Context: an optimization exercise on an open-source flow, tuned for small area and a short achievable clock period. The choices shown serve that exercise and are no tape-out recipe. In this exercise RTL edits were held to simulation tests only and were not proved equivalent to the original. Power figures rest on the tool's default switching activity, not on a simulated workload.

Setup of v6:
## main_mem_responder
module main_mem_responder (
  input  logic        clk,
  input  logic        rst,
  input  logic        MemoryRequest,
  input  logic        MemoryWriteEnable,
  input  logic [15:0] MemoryAddressIn,
  input  logic [15:0] MemoryDataIn,
  output logic        MemStall,
  output logic        MemDataValid,
  output logic [15:0] MemDataOut,
  output logic [15:0] MemAddressOut
);
  logic [15:0] mem_q [256];
  logic        ph_q;                  
  logic        busy_q;                
  logic        rv0_q, rv1_q, rv2_q, rv3_q;
  logic [15:0] ra0_q, ra1_q, ra2_q, ra3_q;
  logic [15:0] wpa_q [2], wpb_q [2];  
  logic [15:0] wc_q;                  
  logic [15:0] rsel_q [2];            
  logic [15:0] grpn_q [16];           
  logic        ph2_q;                 
  logic [15:0] do_q;
  logic rd_accept, wr_accept;
  assign rd_accept = rst & MemoryRequest & ~MemoryWriteEnable;
  assign wr_accept = rst & MemoryRequest & MemoryWriteEnable & ~busy_q;
  assign MemStall  = rst & MemoryRequest & MemoryWriteEnable & busy_q;
  always_ff @(posedge clk) begin
    ph_q   <= ~ph_q;
    busy_q <= rst & (rd_accept | rv0_q | rv1_q);
    rv0_q  <= rd_accept;
    rv1_q  <= rst & rv0_q;
    rv2_q  <= rst & rv1_q;
    rv3_q  <= rst & rv2_q;
    for (int c = 0; c < 2; c++) begin
      for (int i = 0; i < 16; i++) begin
        wpa_q[c][i] <= wr_accept & (MemoryAddressIn[4:1] == i[3:0]) & (MemoryAddressIn[5] == c[0]);
        wpb_q[c][i] <= (MemoryAddressIn[8:5] == i[3:0]) & (MemoryAddressIn[1] == c[0]);
      end
    end
    wc_q   <= MemoryDataIn ^ {16{~ph_q}};
    ra0_q  <= MemoryAddressIn;
    ra1_q  <= ra0_q;
    ra2_q  <= ra1_q;
    ra3_q  <= (rst & rv2_q) ? ra2_q : 16'h0000;
    for (int c = 0; c < 2; c++)
      for (int i = 0; i < 16; i++) rsel_q[c][i] <= (ra0_q[4:1] == i[3:0]) & (ra0_q[5] == c[0]);
  end
  logic [255:0] wr1, wr2;
  always_comb begin
    for (int w = 0; w < 256; w++) begin
      wr1[w] = wpa_q[(w / 16) % 2][w % 16] & wpb_q[w % 2][w / 16];
      wr2[w] = ~wr1[w];
    end
  end
  logic [15:0] mem_d [256];
  for (genvar w = 0; w < 256; w++) begin : g_row
    for (genvar b = 0; b < 16; b++) begin : g_bit
      mr_o22ai u_nx (.a1(mem_q[w][b]), .a2(wr1[w]), .b1(wc_q[b]), .b2(wr2[w]), .y(mem_d[w][b]));
    end
  end
  always_ff @(posedge clk) begin
    for (int w = 0; w < 256; w++) mem_q[w] <= mem_d[w];
  end
  ...
export LEC_CHECK = 0
export CAP_MARGIN = 10
export CORE_MARGIN = 2
export CORE_UTILIZATION = 40
export CTS_CLUSTER_DIAMETER = 60
export CTS_CLUSTER_SIZE = 30
export SETUP_SLACK_MARGIN = 1.3
export SLEW_MARGIN = 10
export SYNTH_HIERARCHICAL = 1
create_clock -name core_clock -period 3.5 [get_ports {clk}]
run.sh (not shown) runs the stock make flow with config.mk's settings and CLKGATE_MAP_FILE= SYNTH_SCRIPT=/design/flow/synth_recipe.tcl, a recipe that flattens the netlist after the stock synthesis.
For v7, these inputs were changed with respect to v6:
- CTS_CLUSTER_DIAMETER: 60 -> 80
- CAP_MARGIN: 10 -> 20
- CORE_UTILIZATION: 40 -> 45
- CTS_CLUSTER_SIZE: 30 -> 24
- SETUP_SLACK_MARGIN: 1.3 -> 1.25
- SLEW_MARGIN: 10 -> 20
Notes after the runs:
- The kind of critical path comes out reg2out in one run and reg2reg in the other, namely in v6 and v7 respectively.
- v7 vs. v6: number of signal-net buffers in the layout now larger, worst path setup slack after routing now smaller, combinational power now smaller.

* * *

main_mem_responder again, from the RTL that the note above started with.
// main_mem_responder
module main_mem_responder (
  input  logic        clk,
  input  logic        rst,
  input  logic        MemoryRequest,
  input  logic        MemoryWriteEnable,
  input  logic [15:0] MemoryAddressIn,
  input  logic [15:0] MemoryDataIn,
  output logic        MemStall,
  output logic        MemDataValid,
  output logic [15:0] MemDataOut,
  output logic [15:0] MemAddressOut
);
  logic [15:0] mem_q [256];
  logic        ph_q;                  
  logic        busy_q;                
  logic        rv0_q, rv1_q, rv2_q, rv3_q;
  logic [15:0] ra0_q, ra1_q, ra2_q, ra3_q;
  logic [15:0] wpa_q [2], wpb_q [2];  
  logic [15:0] wc_q;                  
  logic [15:0] rsel_q [2];            
  logic [15:0] grpn_q [16];           
  logic        ph2_q;                 
  logic [15:0] do_q;
  logic rd_accept, wr_accept;
  assign rd_accept = rst & MemoryRequest & ~MemoryWriteEnable;
  assign wr_accept = rst & MemoryRequest & MemoryWriteEnable & ~busy_q;
  ...
clock: 3.5 ns
lec_check: 0
cap_margin: 20
core_margin: 2
core_utilization: 35
cts_cluster_diameter: 80
cts_cluster_size: 24
setup_slack_margin: 1.3
slew_margin: 20
synth_hierarchical: 1
==> next run, changes <==
--- a/flow/config.mk
+++ b/flow/config.mk
@@ -9,3 +9,3 @@
 export CORE_MARGIN = 2
-export CORE_UTILIZATION = 35
+export CORE_UTILIZATION = 40
 export CTS_CLUSTER_DIAMETER = 80
Result: Setup slack barely changes; via count shrinks by 0.71%; flip-flop and latch count stays the same; final cell count decreases by about 3.4%; fmax hardly moves; cell area went down by about 0.5%; clock-buffer cell count decreases by 5; global-route usage grows by 3.2 points.

## re-timing with driven ports
Ports are ideal in the flow. The routed layouts listed here were re-timed in OpenROAD.
Step 1 (the two cells are an assumption about what drives the block):
set clk [get_ports {clk}]
set_driving_cell -lib_cell sky130_fd_sc_hd__clkbuf_16 $clk
set_driving_cell -lib_cell sky130_fd_sc_hd__buf_2 [delete_from_list [all_inputs] $clk]
Step 2 adds t to the input delays and takes it off the output delays; t is the mean of the earliest and latest rising clock arrival at the registers after step 1. Input paths then give back, and output paths get back, about the clock's delay inside the block.
Three values: ideal ports, drivers, drivers and shift; two values: the first two.
run	t, ns	slack for setup (ns)	hold WS [ns]	cell pins on the clock port's net
v6	1.033	1.238 / 1.134 / 0.742	0.192 / 0.115 / 0.315	1
v7	1.051	1.143 / 1.138 / 1.120	0.078 / -0.017 / 0.328	1
the first run of note 2	1.036	1.193 / 1.081 / 0.757	0.168 / 0.082 / 0.326	1
the second run of note 2	1.024	1.196 / 1.148 / 0.755	0.191 / 0.114 / 0.331	1
After both steps every run listed still meets setup and hold. For v6, which loses most, drivers alone change the setup slack by -0.104 ns; drivers and shift together by -0.496 ns.
